Context: an optimization exercise on an open-source flow, tuned for small area, a short achievable clock period and few clock cycles per item. The choices shown serve that exercise and are no tape-out recipe.
Where RTL was checked, it was by simulation tests only, not by an equivalence proof against the original.
For run 1, only the layout was checked, not whether the RTL still works.
Power figures rest on the tool's default switching activity, not on a simulated workload.

**flow/run.sh**
```bash
#!/bin/bash
# synth_recipe.tcl (not shown) runs the flow's synth.tcl, then flattens the netlist and writes it again
# the make line also repeats each setting of config.mk as NAME=value (left out here)
make -C /OpenROAD-flow-scripts/flow DESIGN_CONFIG=/design/flow/config.mk WORK_HOME=/design/flow/orfs CLKGATE_MAP_FILE= SYNTH_SCRIPT=/design/flow/synth_recipe.tcl finish
```
**flow/config.mk**
```make
export PLATFORM = sky130hd
export DESIGN_NAME = array_list_insert_remove_core
export DESIGN_NICKNAME = array_list_insert_remove_core
export VERILOG_FILES = /design/flow/design.v
export SDC_FILE = /design/flow/constraint.sdc
export NUM_CORES = 8
export LEC_CHECK = 0
export CAP_MARGIN = 20
export CORE_MARGIN = 2
export CORE_UTILIZATION = 40
export PLACE_DENSITY = 0.55
export SLEW_MARGIN = 20
```
**flow/constraint.sdc**
```tcl
create_clock -name core_clock -period 8.5 [get_ports {aclk}]
set_input_delay 1.7000 -clock core_clock [delete_from_list [all_inputs] [get_ports {aclk}]]
set_output_delay 1.7000 -clock core_clock [all_outputs]
set_load 0.01 [all_outputs]
```
**flow/design.v**
```verilog
package alir_pkg;
    localparam int DEPTH_DEF = 128;
    localparam int OPCODE_W  = 3;
    localparam int VALUE_W   = 32;
    localparam int POS_W     = 8;
    localparam int STATUS_W  = 2;
    localparam int LEN_W     = 8;
    localparam int S_TDATA_W = 48;
    localparam int M_TDATA_W = 48;
    localparam int CMD_W     = OPCODE_W + VALUE_W + POS_W;
    localparam int RES_W     = STATUS_W + LEN_W + VALUE_W;
    localparam logic [OPCODE_W-1:0] OP_APPEND     = 3'd0;
    localparam logic [OPCODE_W-1:0] OP_PREPEND    = 3'd1;
    localparam logic [OPCODE_W-1:0] OP_INSERT_AT  = 3'd2;
    localparam logic [OPCODE_W-1:0] OP_REMOVE_AT  = 3'd3;
    localparam logic [OPCODE_W-1:0] OP_REMOVE_VAL = 3'd4;
    localparam logic [OPCODE_W-1:0] OP_READ       = 3'd5;
    localparam logic [STATUS_W-1:0] ST_OK    = 2'd0;
    localparam logic [STATUS_W-1:0] ST_FULL  = 2'd1;
    localparam logic [STATUS_W-1:0] ST_RANGE = 2'd2;
endpackage
import alir_pkg::*;
module alir_ctrl
(
    input  logic                 aclk,
    input  logic                 aresetn,
    input  logic                 s_tvalid,
    output logic                 s_tready,
    input  logic [CMD_W-1:0]     s_cmd,
    output logic                 m_tvalid,
    input  logic                 m_tready,
    output logic [M_TDATA_W-1:0] m_tdata,
    output logic                 x_valid,
    output logic [CMD_W-1:0]     x_cmd,
    output logic                 x_go,      
    output logic                 x_free,    
    output logic [VALUE_W-1:0]   n_val,     
    input  logic                 x_done,    
    input  logic [RES_W-1:0]     x_res
);
    logic             x_valid_reg;
    logic [CMD_W-1:0] x_cmd_reg;
    logic             k_valid_reg;
    logic [CMD_W-1:0] k_cmd_reg;
    logic [1:0]       q_cnt_reg;
    logic [RES_W-1:0] q0_reg, q1_reg;
    logic             accept;
    logic             finish;
    logic             pop;
    assign s_tready = !k_valid_reg;
    assign accept   = s_tvalid && !k_valid_reg;
    assign x_go     = x_valid_reg && !q_cnt_reg[1];
    assign finish   = x_go && x_done;
    assign x_free   = !x_valid_reg || finish;
    assign pop      = m_tvalid && m_tready;
    assign n_val    = k_valid_reg ? k_cmd_reg[OPCODE_W +: VALUE_W] : s_cmd[OPCODE_W +: VALUE_W];
    assign x_valid  = x_valid_reg;
    assign x_cmd    = x_cmd_reg;
    assign m_tvalid = (q_cnt_reg != 2'd0);
    assign m_tdata  = {(M_TDATA_W-RES_W)'(0), q0_reg};
    always_ff @(posedge aclk) begin
        if (!aresetn) begin
            x_valid_reg <= 1'b0;
            k_valid_reg <= 1'b0;
            q_cnt_reg   <= 2'd0;
        end else begin
            if (x_free) begin
                x_valid_reg <= k_valid_reg || accept;
                k_valid_reg <= 1'b0;
            end else if (accept) begin
                k_valid_reg <= 1'b1;
            end
            q_cnt_reg <= q_cnt_reg + 2'(finish) - 2'(pop);
        end
    end
    always_ff @(posedge aclk) begin
        if (x_free) begin
            x_cmd_reg <= k_valid_reg ? k_cmd_reg : s_cmd;
        end
        if (accept) begin
            k_cmd_reg <= s_cmd;
        end
        if (finish && ((q_cnt_reg == 2'd0) || ((q_cnt_reg == 2'd1) && pop))) begin
            q0_reg <= x_res;
        end else if (pop) begin
            q0_reg <= q1_reg;
        end
        if (finish) begin
            q1_reg <= x_res;
        end
    end
endmodule
import alir_pkg::*;
module alir_datapath
#(
    parameter int DEPTH = DEPTH_DEF
) (
    input  logic               aclk,
    input  logic               aresetn,
    input  logic [CMD_W-1:0]   x_cmd,
    input  logic               x_go,
    input  logic               x_free,
    input  logic [VALUE_W-1:0] n_val,
    output logic               x_done,
    output logic [RES_W-1:0]   x_res
);
    localparam int AW = $clog2(DEPTH);
    localparam int LW = AW / 2;        
    localparam int HW = AW - LW;
    function automatic logic [DEPTH-1:0] therm_lt(input logic [POS_W-1:0] n);
        logic [(1<<HW)-1:0] h_lt, h_eq;
        logic [(1<<LW)-1:0] l_lt;
        logic               big;
        big = |(n >> AW);
        for (int h = 0; h < (1 << HW); h++) begin
            h_lt[h] = (HW'(h) < n[AW-1:LW]);
            h_eq[h] = (HW'(h) == n[AW-1:LW]);
        end
        for (int l = 0; l < (1 << LW); l++) begin
            l_lt[l] = (LW'(l) < n[LW-1:0]);
        end
        for (int j = 0; j < DEPTH; j++) begin
            therm_lt[j] = big || h_lt[j >> LW] || (h_eq[j >> LW] && l_lt[j % (1 << LW)]);
        end
    endfunction
    logic [OPCODE_W-1:0] op;
    logic [VALUE_W-1:0]  val;
    logic [POS_W-1:0]    pos;
    assign op  = x_cmd[OPCODE_W-1:0];
    assign val = x_cmd[OPCODE_W +: VALUE_W];
    assign pos = x_cmd[OPCODE_W + VALUE_W +: POS_W];
    logic [VALUE_W-1:0] cell_reg [DEPTH];
    logic [DEPTH-1:0]   flag_reg;    
    logic [LEN_W-1:0]   count_reg;
    logic [DEPTH-1:0] live;      
    logic [DEPTH-1:0] at_ge;     
    logic [DEPTH-1:0] ins_ge;    
    logic [DEPTH-1:0] match;     
    logic [DEPTH-1:0] first_ge;  
    logic [DEPTH-1:0] cmp;       
    logic [DEPTH-1:0] src;       
    logic             more;      
    logic             any;
    logic             val_eq;
    logic is_ins, full, ins_ok, idx_ok;
    logic do_ins, do_rat, do_rv;
    logic [STATUS_W-1:0] status;
    logic [LEN_W-1:0]    count_next;
    logic [VALUE_W-1:0]  rd;
    always_comb begin
        live  = therm_lt(count_reg);
        at_ge = ~therm_lt(pos);
        for (int j = 0; j < DEPTH; j++) begin
            cmp[j] = live[j] && (cell_reg[j] == n_val);
        end
    end
    assign match  = flag_reg;
    assign src    = x_free ? cmp : flag_reg;
    assign val_eq = (val == n_val);
    always_comb begin
        logic [DEPTH-1:0] p;
        p = match;
        for (int d = 1; d < DEPTH; d = d * 2) begin
            for (int j = DEPTH - 1; j >= d; j--) begin
                p[j] = p[j] || p[j-d];
            end
        end
        first_ge = p;
    end
    always_comb begin
        logic [DEPTH-1:0] a, m;
        a = match;
        m = '0;
        for (int w = DEPTH / 2; w >= 1; w = w / 2) begin
            for (int i = 0; i < w; i++) begin
                m[i] = m[2*i] || m[2*i+1] || (a[2*i] && a[2*i+1]);
                a[i] = a[2*i] || a[2*i+1];
            end
        end
        any  = a[0];
        more = m[0];
    end
    always_comb begin
        unique case (op)
            OP_APPEND:  ins_ge = ~live;
            OP_PREPEND: ins_ge = '1;
            default:    ins_ge = at_ge;
        endcase
    end
    assign is_ins = (op == OP_APPEND) || (op == OP_PREPEND) || (op == OP_INSERT_AT);
    assign full   = (count_reg == LEN_W'(DEPTH));
    assign ins_ok = (op != OP_INSERT_AT) || (pos <= count_reg);
    assign idx_ok = (pos < count_reg);
    assign do_ins = x_go && is_ins && !full && ins_ok;
    assign do_rat = x_go && (op == OP_REMOVE_AT) && idx_ok;
    assign do_rv  = x_go && (op == OP_REMOVE_VAL);
    assign x_done = !((op == OP_REMOVE_VAL) && more);
    always_comb begin
        status = ST_OK;
        unique case (op)
            OP_APPEND, OP_PREPEND, OP_INSERT_AT: begin
                if (full)         status = ST_FULL;
                else if (!ins_ok) status = ST_RANGE;
            end
            OP_REMOVE_AT, OP_READ: begin
                if (!idx_ok) status = ST_RANGE;
            end
            OP_REMOVE_VAL: status = ST_OK;
            default:       status = ST_RANGE;
        endcase
    end
    always_comb begin
        count_next = count_reg;
        if (do_ins) begin
            count_next = count_reg + 1'b1;
        end else if (do_rat || (do_rv && any)) begin
            count_next = count_reg - 1'b1;
        end
    end
    assign rd    = ((op == OP_READ) && idx_ok) ? cell_reg[pos[AW-1:0]] : '0;
    assign x_res = {rd, count_next, status};
    for (genvar j = 0; j < DEPTH; j++) begin : g_cell
        logic               take_val, take_below, take_above, take_hold;
        logic [VALUE_W-1:0] below, above;
        logic               f_below, f_above;
        if (j > 0) begin : g_below
            assign below      = cell_reg[j-1];
            assign f_below    = src[j-1];
            assign take_below = do_ins && ins_ge[j-1];
            assign take_val   = do_ins && ins_ge[j] && !ins_ge[j-1];
        end else begin : g_bottom
            assign below      = '0;
            assign f_below    = 1'b0;
            assign take_below = 1'b0;
            assign take_val   = do_ins && ins_ge[j];
        end
        if (j < DEPTH - 1) begin : g_above
            assign above      = cell_reg[j+1];
            assign f_above    = src[j+1];
            assign take_above = (do_rat && at_ge[j]) || (do_rv && first_ge[j]);
        end else begin : g_top
            assign above      = cell_reg[j];
            assign f_above    = 1'b0;
            assign take_above = (do_rat && at_ge[j]) || (do_rv && first_ge[j]);
        end
        assign take_hold = !(take_val || take_below || take_above);
        always_ff @(posedge aclk) begin
            cell_reg[j] <= ({VALUE_W{take_val}}   & val)
                         | ({VALUE_W{take_below}} & below)
                         | ({VALUE_W{take_above}} & above)
                         | ({VALUE_W{take_hold}}  & cell_reg[j]);
            flag_reg[j] <= (take_val && val_eq)
                         | (take_below && f_below)
                         | (take_above && f_above)
                         | (take_hold && src[j]);
        end
    end
    always_ff @(posedge aclk) begin
        if (!aresetn) begin
            count_reg <= '0;
        end else begin
            count_reg <= count_next;
        end
    end
endmodule
import alir_pkg::*;
module array_list_insert_remove_core
#(
    parameter int DEPTH = DEPTH_DEF
) (
    input  logic                 aclk,
    input  logic                 aresetn,
    input  logic                 s_tvalid,
    output logic                 s_tready,
    input  logic [S_TDATA_W-1:0] s_tdata,    
    output logic                 m_tvalid,
    input  logic                 m_tready,
    output logic [M_TDATA_W-1:0] m_tdata     
);
    logic             x_valid;
    logic [CMD_W-1:0] x_cmd;
    logic             x_go;
    logic             x_done;
    logic             x_free;
    logic [VALUE_W-1:0] n_val;
    logic [RES_W-1:0] x_res;
    alir_ctrl u_ctrl (
        .aclk     (aclk),
        .aresetn  (aresetn),
        .s_tvalid (s_tvalid),
        .s_tready (s_tready),
        .s_cmd    (s_tdata[CMD_W-1:0]),
        .m_tvalid (m_tvalid),
        .m_tready (m_tready),
        .m_tdata  (m_tdata),
        .x_valid  (x_valid),
        .x_cmd    (x_cmd),
        .x_go     (x_go),
        .x_free   (x_free),
        .n_val    (n_val),
        .x_done   (x_done),
        .x_res    (x_res)
    );
    alir_datapath #(
        .DEPTH (DEPTH)
    ) u_datapath (
        .aclk    (aclk),
        .aresetn (aresetn),
        .x_cmd   (x_cmd),
        .x_go    (x_go),
        .x_free  (x_free),
        .n_val   (n_val),
        .x_done  (x_done),
        .x_res   (x_res)
    );
endmodule
```
==> flow_metrics.tcl, run 1 <==
set metrics [dict create \
    status "aborted with a tool error" \
    lastStage "global routing" \
    stop_error "[ERROR GRT-0116] Global routing finished with congestion. Check the congestion regions in the DRC Viewer." \
    initial_core_util_pct 40.12 \
    ys.warnings.count 3 \
    grt_pass1_wl_um 5057000 \
    cts_buffers 550 \
    ys_ff_latch 4406 \
    muxShareOfSynthArea_pct 1.482 \
    synth_area_per_cell_um2 8.019 \
    cts_hold_buf 0 \
    ys_seq_area_share_pct 33.17 \
    yosysMostFrequentCell "nand2_1" \
    netlist-cell-type-count 94 \
    die_w_um 827.2 \
    synth-compound-area-share_pct 26.50 \
    ys_top_cells_by_area "dfxtp_1 31%, xnor2_1 13%, nand2_1 10%, a222oi_1 8.2%, a22oi_1 5.0%" \
    synthArstFlopShare_pct 0 \
    ys_top_cells_by_count "7469 x nand2_1, 4236 x dfxtp_1, 4134 x xnor2_1, 2898 x clkbuf_1, 2234 x a222oi_1" \
    fp-row-count 302 \
    gp_congestion 1.882 \
    synthAdderAreaFrac_pct 0.06370 \
    pin_count 102 \
    synthSimpleGateAreaFrac_pct 20.15 \
    dp_hpwl_um 2748000 \
    post_cts_buffers 0 \
    grt_max_degree 71 \
    clock_path_buffers 4 \
    synth-main-ff-cell "dfxtp_1" \
    cts_root_buf "clkbuf_16" \
    synth_top_family_by_area "compound AO/OA/AOI/OAI gates" \
    place_ws_ps 1852 \
    cts_resized 0 \
    netlist_instances 33800 \
    htree_levels 6 \
    synth_top_cell_area_share_pct 31.29 \
    postPlaceCellArea_mm2 0.3003 \
    grt.total_usage_pct 109.9 \
    port_buffers 90 \
    synthXorXnorAreaFrac_pct 13.36 \
    clock-sinks 4406 \
    grt-ovfl-total 81970 \
    synth_largest_area_cell "dfxtp_1" \
    synth_edf_count 170 \
    synth_area_mm2 0.2711 \
    die_h_um 827.2 \
    grt_pass1_vias 404400 \
]
-- logic make-up after synthesis --
group,Yosys count
multiplexers,374
XOR/XNOR,4134
flip-flops,4406
AO/OA/AOI/OAI,9051
other,1
AND/OR/NAND/NOR,12170
adder cells (fa/ha/maj),14
buffers and inverters,3650
-- stage by stage --
step           hold WS (ps)  cells  utilization (%)  power [mW]
2_1_floorplan         456.1  33810                -       62.77
3_5_place_dp          431.2  42510            44.45       120.2
3_3_place_gp          426.0  42460            44.35       119.7
4_1_cts               439.3  43490            47.15       144.7
-- how the worst max path moves through the flow --
stage | cells after the start | startpoint | end | slack (ps)
4_1_cts | 12 | u_ctrl.x_cmd_reg[41] | u_ctrl.q0_reg[29] | 1820
3_3_place_gp | 10 | u_datapath.flag_reg[10] | u_datapath.cell_reg[110][10] | 1080
3_5_place_dp | 12 | u_ctrl.x_cmd_reg[41] | u_ctrl.q0_reg[29] | 1850
2_1_floorplan | 12 | u_datapath.flag_reg[64] | u_ctrl.q_cnt_reg[1] | 3440
-- routing by layer --
| metal | global-route usage, % | overflow |
|---|---|---|
| met3 | 99.19 | 10100 |
| met5 | 88.17 | 959 |
| met2 | 128.6 | 44240 |
| met4 | 105.3 | 9630 |
| met1 | 104.7 | 17040 |
-- power groups by stage --
stage,clock network [mW],registers (mW),logic (mW)
CTS,24.7,65.1,54.9
detailed placement,0,65.5,54.7
global placement,0,65.5,54.2
floorplan,0,41.6,21.2
==> run 2: changes to the inputs <==
--- a/flow/design.v
+++ b/flow/design.v
@@ -33,8 +33,6 @@
     output logic                 x_valid,
     output logic [CMD_W-1:0]     x_cmd,
     output logic                 x_go,      
-    output logic                 x_free,    
-    output logic [VALUE_W-1:0]   n_val,     
     input  logic                 x_done,    
     input  logic [RES_W-1:0]     x_res
 );
@@ -47,13 +45,13 @@
     logic             accept;
     logic             finish;
     logic             pop;
+    logic             x_free;
     assign s_tready = !k_valid_reg;
     assign accept   = s_tvalid && !k_valid_reg;
     assign x_go     = x_valid_reg && !q_cnt_reg[1];
     assign finish   = x_go && x_done;
     assign x_free   = !x_valid_reg || finish;
     assign pop      = m_tvalid && m_tready;
-    assign n_val    = k_valid_reg ? k_cmd_reg[OPCODE_W +: VALUE_W] : s_cmd[OPCODE_W +: VALUE_W];
     assign x_valid  = x_valid_reg;
     assign x_cmd    = x_cmd_reg;
     assign m_tvalid = (q_cnt_reg != 2'd0);
@@ -95,34 +93,14 @@
 #(
     parameter int DEPTH = DEPTH_DEF
 ) (
-    input  logic               aclk,
-    input  logic               aresetn,
-    input  logic [CMD_W-1:0]   x_cmd,
-    input  logic               x_go,
-    input  logic               x_free,
-    input  logic [VALUE_W-1:0] n_val,
-    output logic               x_done,
-    output logic [RES_W-1:0]   x_res
+    input  logic             aclk,
+    input  logic             aresetn,
+    input  logic [CMD_W-1:0] x_cmd,
+    input  logic             x_go,
+    output logic             x_done,
+    output logic [RES_W-1:0] x_res
 );
     localparam int AW = $clog2(DEPTH);
-    localparam int LW = AW / 2;        
-    localparam int HW = AW - LW;
-    function automatic logic [DEPTH-1:0] therm_lt(input logic [POS_W-1:0] n);
-        logic [(1<<HW)-1:0] h_lt, h_eq;
-        logic [(1<<LW)-1:0] l_lt;
-        logic               big;
-        big = |(n >> AW);
-        for (int h = 0; h < (1 << HW); h++) begin
-            h_lt[h] = (HW'(h) < n[AW-1:LW]);
-            h_eq[h] = (HW'(h) == n[AW-1:LW]);
-        end
-        for (int l = 0; l < (1 << LW); l++) begin
-            l_lt[l] = (LW'(l) < n[LW-1:0]);
-        end
-        for (int j = 0; j < DEPTH; j++) begin
-            therm_lt[j] = big || h_lt[j >> LW] || (h_eq[j >> LW] && l_lt[j % (1 << LW)]);
-        end
-    endfunction
     logic [OPCODE_W-1:0] op;
     logic [VALUE_W-1:0]  val;
     logic [POS_W-1:0]    pos;
@@ -130,55 +108,34 @@
     assign val = x_cmd[OPCODE_W +: VALUE_W];
     assign pos = x_cmd[OPCODE_W + VALUE_W +: POS_W];
     logic [VALUE_W-1:0] cell_reg [DEPTH];
-    logic [DEPTH-1:0]   flag_reg;    
     logic [LEN_W-1:0]   count_reg;
     logic [DEPTH-1:0] live;      
     logic [DEPTH-1:0] at_ge;     
     logic [DEPTH-1:0] ins_ge;    
     logic [DEPTH-1:0] match;     
     logic [DEPTH-1:0] first_ge;  
-    logic [DEPTH-1:0] cmp;       
-    logic [DEPTH-1:0] src;       
     logic             more;      
     logic             any;
-    logic             val_eq;
     logic is_ins, full, ins_ok, idx_ok;
     logic do_ins, do_rat, do_rv;
     logic [STATUS_W-1:0] status;
     logic [LEN_W-1:0]    count_next;
     logic [VALUE_W-1:0]  rd;
     always_comb begin
-        live  = therm_lt(count_reg);
-        at_ge = ~therm_lt(pos);
         for (int j = 0; j < DEPTH; j++) begin
-            cmp[j] = live[j] && (cell_reg[j] == n_val);
-        end
-    end
-    assign match  = flag_reg;
-    assign src    = x_free ? cmp : flag_reg;
-    assign val_eq = (val == n_val);
-    always_comb begin
-        logic [DEPTH-1:0] p;
-        p = match;
-        for (int d = 1; d < DEPTH; d = d * 2) begin
-            for (int j = DEPTH - 1; j >= d; j--) begin
-                p[j] = p[j] || p[j-d];
-            end
-        end
-        first_ge = p;
-    end
-    always_comb begin
-        logic [DEPTH-1:0] a, m;
-        a = match;
-        m = '0;
-        for (int w = DEPTH / 2; w >= 1; w = w / 2) begin
-            for (int i = 0; i < w; i++) begin
-                m[i] = m[2*i] || m[2*i+1] || (a[2*i] && a[2*i+1]);
-                a[i] = a[2*i] || a[2*i+1];
-            end
-        end
-        any  = a[0];
-        more = m[0];
+            live[j]  = (LEN_W'(j) < count_reg);
+            at_ge[j] = (POS_W'(j) >= pos);
+            match[j] = live[j] && (cell_reg[j] == val);
+        end
+    end
+    always_comb begin
+        first_ge[0] = match[0];
+        more        = 1'b0;
+        for (int j = 1; j < DEPTH; j++) begin
+            first_ge[j] = first_ge[j-1] || match[j];
+            more        = more || (first_ge[j-1] && match[j]);
+        end
+        any = first_ge[DEPTH-1];
     end
     always_comb begin
         unique case (op)
@@ -222,26 +179,21 @@
     for (genvar j = 0; j < DEPTH; j++) begin : g_cell
         logic               take_val, take_below, take_above, take_hold;
         logic [VALUE_W-1:0] below, above;
-        logic               f_below, f_above;
         if (j > 0) begin : g_below
             assign below      = cell_reg[j-1];
-            assign f_below    = src[j-1];
             assign take_below = do_ins && ins_ge[j-1];
             assign take_val   = do_ins && ins_ge[j] && !ins_ge[j-1];
         end else begin : g_bottom
             assign below      = '0;
-            assign f_below    = 1'b0;
             assign take_below = 1'b0;
             assign take_val   = do_ins && ins_ge[j];
         end
         if (j < DEPTH - 1) begin : g_above
             assign above      = cell_reg[j+1];
-            assign f_above    = src[j+1];
             assign take_above = (do_rat && at_ge[j]) || (do_rv && first_ge[j]);
         end else begin : g_top
-            assign above      = cell_reg[j];
-            assign f_above    = 1'b0;
-            assign take_above = (do_rat && at_ge[j]) || (do_rv && first_ge[j]);
+            assign above      = '0;
+            assign take_above = 1'b0;
         end
         assign take_hold = !(take_val || take_below || take_above);
         always_ff @(posedge aclk) begin
@@ -249,10 +201,6 @@
                          | ({VALUE_W{take_below}} & below)
                          | ({VALUE_W{take_above}} & above)
                          | ({VALUE_W{take_hold}}  & cell_reg[j]);
-            flag_reg[j] <= (take_val && val_eq)
-                         | (take_below && f_below)
-                         | (take_above && f_above)
-                         | (take_hold && src[j]);
         end
     end
     always_ff @(posedge aclk) begin
@@ -281,8 +229,6 @@
     logic [CMD_W-1:0] x_cmd;
     logic             x_go;
     logic             x_done;
-    logic             x_free;
-    logic [VALUE_W-1:0] n_val;
     logic [RES_W-1:0] x_res;
     alir_ctrl u_ctrl (
         .aclk     (aclk),
@@ -296,8 +242,6 @@
         .x_valid  (x_valid),
         .x_cmd    (x_cmd),
         .x_go     (x_go),
-        .x_free   (x_free),
-        .n_val    (n_val),
         .x_done   (x_done),
         .x_res    (x_res)
     );
@@ -308,8 +252,6 @@
         .aresetn (aresetn),
         .x_cmd   (x_cmd),
         .x_go    (x_go),
-        .x_free  (x_free),
-        .n_val   (n_val),
         .x_done  (x_done),
         .x_res   (x_res)
     );
--- a/flow/config.mk
+++ b/flow/config.mk
@@ -7,6 +7,6 @@
 export LEC_CHECK = 0
 export CAP_MARGIN = 20
 export CORE_MARGIN = 2
-export CORE_UTILIZATION = 40
-export PLACE_DENSITY = 0.55
+export CORE_UTILIZATION = 25
+export PLACE_DENSITY = 0.35
 export SLEW_MARGIN = 20
==> run 2 against run 1 <==
- the flow again stops in global routing
- area after synthesis down 1.7%
- synthesized cell count decreased by 2.1%
==> flow_metrics.tcl, run 2 <==
set metrics [dict create \
    clock-sinks 4278 \
    die_h_um 1037 \
    grt_pass1_wl_um 6438000 \
    ys_top_cells_by_area "dfxtp_1 31%, a221o_1 9.6%, nand2_1 9.0%, xor2_1 8.5%, xnor2_1 5.0%" \
    synthArstFlopShare_pct 0 \
    pin_count 102 \
    postPlaceCellArea_mm2 0.3167 \
    htree_levels 6 \
    synth_largest_area_cell "dfxtp_1" \
    netlist-cell-type-count 112 \
    netlist_instances 33100 \
    initial_core_util_pct 25.05 \
    cts_buffers 588 \
    synth_area_per_cell_um2 8.052 \
    fp-row-count 379 \
    ys_ff_latch 4278 \
    status "aborted with a tool error" \
    lastStage "global routing" \
    synth_top_family_by_area "compound AO/OA/AOI/OAI gates" \
    synth-compound-area-share_pct 28.29 \
    synthXorXnorAreaFrac_pct 13.49 \
    clock_path_buffers 5 \
    grt_pass1_vias 477000 \
    muxShareOfSynthArea_pct 0.3971 \
    synth-main-ff-cell "dfxtp_1" \
    ys.warnings.count 3 \
    synthSimpleGateAreaFrac_pct 18.66 \
    synthAdderAreaFrac_pct 0.09482 \
    cts_root_buf "clkbuf_16" \
    port_buffers 90 \
    gp_congestion 1.600 \
    post_cts_buffers 0 \
    yosysMostFrequentCell "nand2_1" \
    synth_area_mm2 0.2666 \
    ys_seq_area_share_pct 32.77 \
    ys_top_cells_by_count "6369 x nand2_1, 4108 x dfxtp_1, 2810 x clkbuf_1, 2580 x xor2_1, 2562 x a221o_1" \
    grt.total_usage_pct 88.61 \
    grt_max_degree 66 \
    stop_error "[ERROR GRT-0116] Global routing finished with congestion. Check the congestion regions in the DRC Viewer." \
    grt-ovfl-total 15840 \
    cts_resized 0 \
    cts_hold_buf 0 \
    dp_hpwl_um 3497000 \
    die_w_um 1037 \
    synth_edf_count 170 \
    synth_top_cell_area_share_pct 30.85 \
]
## run 2: changes by cell type after synthesis, moves of 209 or more
| cell | before | now |
|---|---|---|
| nand2_1 | 7469 | 6369 |
| xnor2_1 | 4134 | 1524 |
| a221oi_1 | 371 | 589 |
| a221o_1 | 1197 | 2562 |
| buf_2 | 401 | 90 |
| a22oi_1 | 1788 | 1133 |
| buf_6 | 4 | 213 |
| a222oi_1 | 2234 | 1241 |
| nor2_1 | 833 | 1740 |
| a21oi_1 | 931 | 1568 |
| xor2_1 | 0 | 2580 |
## run 2: metrics by stage
step / hold WS (ps) / instances / worst slack (ps) / util (%) / total power [mW]
after detailed placement: 501.2 / 48870 / 306.4 / 29.76 / 141.8
after global placement: 527.9 / 48840 / 4.653 / 29.73 / 145.7
after CTS: 509.2 / 49910 / 264.5 / 31.63 / 168.6
after floorplan: 457.5 / 33110 / 835.9 / - / 63.32
## run 2: power by group through the flow
stage	combinational, mW	sequential (mW)	clock (mW)
CTS	87.8	53.9	26.9
detailed placement	87.5	54.3	0
floorplan	23.5	39.9	0
global placement	91.0	54.7	0
## run 2: worst max path at each step
stage	cells after the start	start	slack, ps	endpoint
after floorplan	19	u_datapath.count_reg[1]	840	u_ctrl.x_valid_reg
after global placement	22	u_datapath.count_reg[1]	5	u_ctrl.q_cnt_reg[1]
after detailed placement	19	u_datapath.count_reg[1]	310	u_ctrl.q0_reg[37]
after CTS	19	u_datapath.count_reg[1]	260	u_ctrl.q0_reg[33]
## run 2: logic make-up after synthesis
logic type	Yosys count
simple gates	11320
fa+ha+maj	22
other cells	1
xor+xnor	4105
compound gates	9610
mux	85
flops	4278
buf+inv	3681
## run 2: per-layer routing
layer,global-route usage [%],overflow
met5,69.66,185
met4,83.20,3635
met3,84.45,1837
met2,95.15,8516
met1,89.51,1668
Testbench counts of run 2, summed over its fixed seeds: cycles 5,317, ops 4,800.
